This is an optimization exercise on Yosys and OpenROAD, whose aim is small area, a short achievable clock period and few clock cycles per item, not a production implementation.

==> job 1670: inputs <==
## led_pattern_generator_unit
module led_pattern_generator_unit (
    input  logic        clk,
    input  logic        rst_n,
    input  logic        cfg_we,
    input  logic [2:0]  cfg_index,
    input  logic [15:0] cfg_data,
    input  logic        in_valid,
    output logic        in_ready,
    input  logic [31:0] now_ms,
    output logic        out_valid,
    input  logic        out_ready,
    output logic [9:0]  pwm_level,
    output logic [6:0]  brightness_pct
);
Settings: LEC_CHECK=0, ABC_AREA=1, CAP_MARGIN=20, CORE_MARGIN=2, CORE_UTILIZATION=40, SETUP_SLACK_MARGIN=5, SLEW_MARGIN=20; clock period 9.0 ns.
run.sh (not shown) runs the stock make flow with config.mk's settings and CLKGATE_MAP_FILE= SYNTH_SCRIPT=/design/flow/synth_recipe.tcl, a recipe that flattens the netlist after the stock synthesis.
==> inputs of job 150, as changes to job 1670 <==
--- a/flow/design.v
+++ b/flow/design.v
@@ -48,13 +48,13 @@
     input  logic [31:0] now_ms,
     output logic        out_valid,
     input  logic        out_ready,
     output logic [9:0]  pwm_level,
     output logic [6:0]  brightness_pct
 );
-    localparam logic [7:0] DIV_CUT = 8'b1111_1111;
+    localparam logic [7:0] DIV_CUT = 8'b0101_0101;
     logic [2:0]  mode_reg;
     logic [15:0] slow_on_reg;
     logic [15:0] slow_off_reg;
     logic [15:0] fast_half_reg;
     logic [15:0] inhale_reg;
     logic [15:0] exhale_reg;
@@ -81,16 +81,20 @@
                 CFG_PAUSE:     pause_reg     <= cfg_data;
                 default:       ;
             endcase
         end
     end
     assign mode_clear = cfg_we && (cfg_index == CFG_MODE) && (cfg_data[2:0] != mode_reg);
+    logic [16:0] ramp_sum_reg;    
     logic [17:0] cycle_reg;       
+    logic [23:0] fall_off_reg;    
     always_ff @(posedge clk)
     begin
-        cycle_reg <= 18'(inhale_reg) + 18'(exhale_reg) + 18'(pause_reg);
+        ramp_sum_reg <= 17'(inhale_reg) + 17'(exhale_reg);
+        cycle_reg    <= 18'(inhale_reg) + 18'(exhale_reg) + 18'(pause_reg);
+        fall_off_reg <= 24'(exhale_reg) - 24'd1 - (24'(inhale_reg) * 24'd200);
     end
     logic adv;         
     logic skid_v;
     assign adv      = !skid_v;
     assign in_ready = !skid_v;
     logic [31:0] t0;
@@ -103,48 +107,35 @@
     begin
         if (!rst_n)   v0 <= 1'b0;
         else if (adv) v0 <= in_valid;
     end
     logic [31:0] last_change_reg;    
     logic        lit_reg;            
-    logic [17:0] thr;                
-    logic        thr_eq;             
-    logic [32:0] t_ge_l;             
-    logic [33:0] t_cmp;              
-    logic        cmp;                
+    logic [31:0] elapsed;
     logic        touch;
+    logic        restart;
     logic [1:0]  kind1;
-    always_comb
-    begin
-        thr_eq = 1'b0;
-        case (mode_reg)
-            MODE_SLOW: thr = lit_reg ? 18'(slow_on_reg) : 18'(slow_off_reg);
-            MODE_FAST: begin
-                thr    = 18'(fast_half_reg);
-                thr_eq = 1'b1;
-            end
-            default:   thr = cycle_reg;
-        endcase
-    end
-    assign t_ge_l = {1'b0, t0} - {1'b0, last_change_reg};
-    assign t_cmp  = {2'b0, t0} + {2'b0, ~last_change_reg} + {2'b0, ~{14'd0, thr}}
-                    + 34'd1 + 34'(thr_eq);
-    assign cmp    = t_ge_l[32] ? t_cmp[32] : t_cmp[33];
+    assign elapsed = t0 - last_change_reg;
+    assign restart = (elapsed > 32'(cycle_reg));
     always_comb
     begin
         touch = 1'b0;
         kind1 = K_KEEP;
         case (mode_reg)
             MODE_OFF: kind1 = K_ZERO;
             MODE_ON:  kind1 = K_FULL;
-            MODE_SLOW, MODE_FAST: begin
-                touch = cmp;
-                kind1 = (lit_reg ^ cmp) ? K_FULL : K_ZERO;
+            MODE_SLOW: begin
+                touch = lit_reg ? (elapsed > 32'(slow_on_reg)) : (elapsed > 32'(slow_off_reg));
+                kind1 = (lit_reg ^ touch) ? K_FULL : K_ZERO;
+            end
+            MODE_FAST: begin
+                touch = (elapsed >= 32'(fast_half_reg));
+                kind1 = (lit_reg ^ touch) ? K_FULL : K_ZERO;
             end
             MODE_BREATHE: begin
-                touch = cmp;
+                touch = restart;
                 kind1 = K_DIV;
             end
             default: ;
         endcase
     end
     always_ff @(posedge clk or negedge rst_n)
@@ -162,50 +153,42 @@
         end else if (mode_clear) begin
             lit_reg <= 1'b0;
         end else if (adv && v0 && ((mode_reg == MODE_SLOW) || (mode_reg == MODE_FAST))) begin
             lit_reg <= lit_reg ^ touch;
         end
     end
-    logic [18:0] e_lo;
-    logic [19:0] p_lo;
-    logic        below_inh;          
-    logic [15:0] x1;                 
-    assign e_lo      = {1'b0, t0[17:0]} + {1'b0, ~last_change_reg[17:0]} + 19'd1;
-    assign p_lo      = {2'b0, t0[17:0]} + {2'b0, ~last_change_reg[17:0]} + {4'hF, ~inhale_reg}
-                       + 20'd2;
-    assign below_inh = e_lo[18] ? (p_lo[19:18] == 2'b00) : (p_lo[19:18] == 2'b11);
-    assign x1        = below_inh ? e_lo[15:0] : p_lo[15:0];
-    logic [15:0] x1_reg;
-    logic        below_inh1;
-    logic        big1;               
+    logic [17:0] e1;
     logic        restart1;
     logic [1:0]  kind1_reg;
     logic        v1;
     always_ff @(posedge clk)
     begin
         if (adv) begin
-            x1_reg     <= x1;
-            below_inh1 <= below_inh;
-            big1       <= (p_lo[17:16] != 2'b00);
-            restart1   <= cmp;
-            kind1_reg  <= kind1;
+            e1        <= elapsed[17:0];
+            restart1  <= restart;
+            kind1_reg <= kind1;
         end
     end
     always_ff @(posedge clk or negedge rst_n)
     begin
         if (!rst_n)   v1 <= 1'b0;
         else if (adv) v1 <= v0;
     end
+    logic        below_inh;
     logic        below_ramps;
-    logic [15:0] d2;
+    logic [23:0] num_rise;
+    logic [23:0] num_fall;
     logic [23:0] num2;
+    logic        sel2;           
     logic [1:0]  kind2;
-    assign below_ramps = below_inh1 || (!big1 && (x1_reg < exhale_reg));
-    assign d2          = below_inh1 ? inhale_reg : exhale_reg;
-    assign num2        = (24'(x1_reg) << 7) + (24'(x1_reg) << 6) + (24'(x1_reg) << 3)
-                         + 24'(d2) - 24'(!below_inh1);
+    assign below_inh   = (e1 < 18'(inhale_reg));
+    assign below_ramps = (e1 < 18'(ramp_sum_reg));
+    assign num_rise    = (24'(e1) * 24'd200) + 24'(inhale_reg);
+    assign num_fall    = (24'(e1) * 24'd200) + fall_off_reg;
+    assign num2        = below_inh ? num_rise : num_fall;
+    assign sel2        = below_inh;
     always_comb
     begin
         kind2 = kind1_reg;
         if (kind1_reg == K_DIV) begin
             if (restart1) begin
                 if (inhale_reg != 16'd0)      kind2 = K_ZERO;
@@ -228,13 +211,13 @@
     logic        sel_b  [8];
     logic [1:0]  kind_b [8];
     logic        v_b    [8];
     assign rem_a[0]  = '0;
     assign num_a[0]  = num2;
     assign quo_a[0]  = '0;
-    assign sel_a[0]  = below_inh1;
+    assign sel_a[0]  = sel2;
     assign kind_a[0] = kind2;
     assign v_a[0]    = v1;
     for (genvar j = 0; j < 8; j++) begin : g_bnd
         if (DIV_CUT[j]) begin : g_reg
             always_ff @(posedge clk)
             begin
@@ -285,44 +268,48 @@
         assign v_a[j + 1]    = v_b[j];
     end
     logic [6:0]  quo_f;
     logic [6:0]  br_sel;
     logic [6:0]  br_fin;
     logic [6:0]  br_reg;     
-    logic        v7;
-    assign quo_f = quo_b[7];
-    assign v7    = v_b[7];
+    logic        v6;
+    assign quo_f = quo_a[7];
     always_comb
     begin
-        case (kind_b[7])
+        case (kind_a[7])
             K_ZERO:  br_sel = 7'd0;
             K_FULL:  br_sel = 7'd100;
             K_KEEP:  br_sel = br_reg;
-            default: br_sel = sel_b[7] ? quo_f : (7'd100 - quo_f);
+            default: br_sel = sel_a[7] ? quo_f : (7'd100 - quo_f);
         endcase
         br_fin = ((mode_reg == MODE_BREATHE) && (br_sel < 7'd10)) ? 7'd10 : br_sel;
     end
     always_ff @(posedge clk or negedge rst_n)
     begin
         if (!rst_n) begin
             br_reg <= '0;
         end else if (mode_clear) begin
             br_reg <= '0;
-        end else if (adv && v7) begin
+        end else if (adv && v_a[7]) begin
             br_reg <= br_fin;
         end
     end
+    always_ff @(posedge clk or negedge rst_n)
+    begin
+        if (!rst_n)   v6 <= 1'b0;
+        else if (adv) v6 <= v_a[7];
+    end
     logic [6:0]  skid_br;
     logic [6:0]  out_br_next;
     logic [9:0]  pwm_lut;
     logic [9:0]  pwm_reg;
     logic [6:0]  pct_reg;
     logic        out_valid_reg;
     logic        out_free;
     assign out_free    = !out_valid_reg || out_ready;
-    assign out_br_next = skid_v ? skid_br : br_fin;
+    assign out_br_next = skid_v ? skid_br : br_reg;
     always_comb
     begin
         case (out_br_next)
             7'd0: pwm_lut = 10'd1023;
             7'd1: pwm_lut = 10'd1023;
             7'd2: pwm_lut = 10'd1023;
@@ -434,26 +421,26 @@
             skid_v        <= 1'b0;
         end else if (skid_v) begin
             if (out_free) begin
                 out_valid_reg <= 1'b1;
                 skid_v        <= 1'b0;
             end
-        end else if (v7) begin
+        end else if (v6) begin
             if (out_free) begin
                 out_valid_reg <= 1'b1;
             end else begin
                 skid_v        <= 1'b1;
             end
         end else if (out_ready) begin
             out_valid_reg <= 1'b0;
         end
     end
     always_ff @(posedge clk)
     begin
-        if (!skid_v && v7 && !out_free) skid_br <= br_fin;
-        if ((skid_v || v7) && out_free) begin
+        if (!skid_v && v6 && !out_free) skid_br <= br_reg;
+        if ((skid_v || v6) && out_free) begin
             pwm_reg <= pwm_lut;
             pct_reg <= out_br_next;
         end
     end
     assign out_valid      = out_valid_reg;
     assign pwm_level      = pwm_reg;
--- a/flow/config.mk
+++ b/flow/config.mk
@@ -6,8 +6,7 @@
 export NUM_CORES = 4
 export LEC_CHECK = 0
 export ABC_AREA = 1
 export CAP_MARGIN = 20
 export CORE_MARGIN = 2
 export CORE_UTILIZATION = 40
-export SETUP_SLACK_MARGIN = 5
 export SLEW_MARGIN = 20
==> inputs of job 7838, as changes to job 1670 <==
==> flow/flow/run.sh (new file) <==
#!/bin/bash
# The standard layout, with timing repair aiming at a 3 ns clock (setup margin 6 ns).
set -euo pipefail
bash standard.sh SETUP_SLACK_MARGIN=6 finish > standard_flow.log 2>&1
==> flow/standard.sh (new file) <==
#!/bin/bash
# synth_recipe.tcl (not shown) runs the flow's synth.tcl, then flattens the netlist and writes it again
# the make line also repeats each setting of config.mk as NAME=value (left out here)
make -C /OpenROAD-flow-scripts/flow DESIGN_CONFIG=/design/flow/config.mk WORK_HOME=/design/flow/orfs CLKGATE_MAP_FILE= SYNTH_SCRIPT=/design/flow/synth_recipe.tcl "${@:-finish}"
removed: flow/run.sh
==> impl_metrics.json <==
{
  "outcome": "complete, no violations",
  "drt_iter0_drc": 2052,
  "gr-usage-met3_pct": 5.06,
  "die_height_um": 279,
  "synth_area_leaders": "sky130_fd_sc_hd__edfxtp_1 27%, sky130_fd_sc_hd__ha_1 13%, sky130_fd_sc_hd__dfrtp_1 10%, sky130_fd_sc_hd__nand2_1 9.0%, sky130_fd_sc_hd__o21ai_0 6.1%",
  "worst_setup_path_endpoint": "last_change_reg[27]",
  "start_util_pct": 40.5,
  "postLayoutSetupSlackWorst_ns": 5.40,
  "critical_register_to_register_path_startpoint": "mode_reg[1]",
  "die_area_um2": 77900,
  "wl_mm": 92.5,
  "taps": 969,
  "synth_cell_types": 55,
  "grt_use_total_pct": 22.8,
  "hp-start": "num_a[4][1]"
}
That was job 7838.
==> impl_metrics.json <==
{
  "critical_register_to_register_path_startpoint": "sel_b[2]",
  "synth_cell_types": 67,
  "gr-usage-met3_pct": 2.30,
  "worst_setup_path_endpoint": "rem_b[4][15]",
  "final.hold.worst_slack_ns": 0.419,
  "use_met1_pct": 30.5,
  "grt_use_total_pct": 21.1,
  "taps": 1050,
  "drt_iter0_drc": 1949,
  "synth_area_leaders": "sky130_fd_sc_hd__ha_1 17%, sky130_fd_sc_hd__edfxtp_1 17%, sky130_fd_sc_hd__nand2_1 12%, sky130_fd_sc_hd__dfrtp_1 9.5%, sky130_fd_sc_hd__inv_1 7.3%",
  "outcome": "complete, no violations"
}
That was job 150.
==> impl_metrics.json <==
{
  "outcome": "complete, no violations",
  "start_util_pct": 40.5,
  "worst_setup_path_endpoint": "last_change_reg[3]",
  "grt_use_total_pct": 20.8,
  "final.hold.worst_slack_ns": 0.409,
  "hp-start": "num_a[5][2]",
  "htree_levels": 2,
  "wl_mm": 82.6,
  "postLayoutSetupSlackWorst_ns": 5.05,
  "critical_register_to_register_path_startpoint": "mode_reg[1]",
  "die_height_um": 279,
  "taps": 969,
  "synth_cell_types": 55,
  "gr-usage-met3_pct": 3.99,
  "synth_area_leaders": "sky130_fd_sc_hd__edfxtp_1 27%, sky130_fd_sc_hd__ha_1 13%, sky130_fd_sc_hd__dfrtp_1 10%, sky130_fd_sc_hd__nand2_1 9.0%, sky130_fd_sc_hd__o21ai_0 6.1%",
  "cp_slowest_stage_delay_ns": 0.45
}
That was job 1670.
No functional check of the RTL was part of any run of this note.

==> afterwards: timing with drivers on the ports <==
No port has a modelled driver above. Below, the same layouts with a new extraction and two added sets of constraints.
Step 1: set_driving_cell puts a clkbuf_16 on clk and a buf_2 on each other input, an assumption about the parent block.
Step 2 moves the port delays by t, midway between the first and last clock arrival at a register: inputs arrive t later, outputs are due t later. That takes back most of the time a late clock gives input paths.
Slacks: ideal / step 1 / step 2; pairs: ideal / step 1.
run	shift t [ns]	setup WS [ns]	hold WS [ns]	clock arrival spread, ns	pins driven straight from the clock port
job 1670	0.668	5.049 / 5.049 / 5.049	0.409 / 0.409 / 0.409	0.036 / 0.036	1
job 150	0.661	2.823 / 2.823 / 2.823	0.419 / 0.419 / 0.419	0.022 / 0.022	1
job 7838	0.655	5.398 / 5.398 / 5.398	0.396 / 0.396 / 0.396	0.037 / 0.037	1
After both steps setup and hold are still met in every run listed.
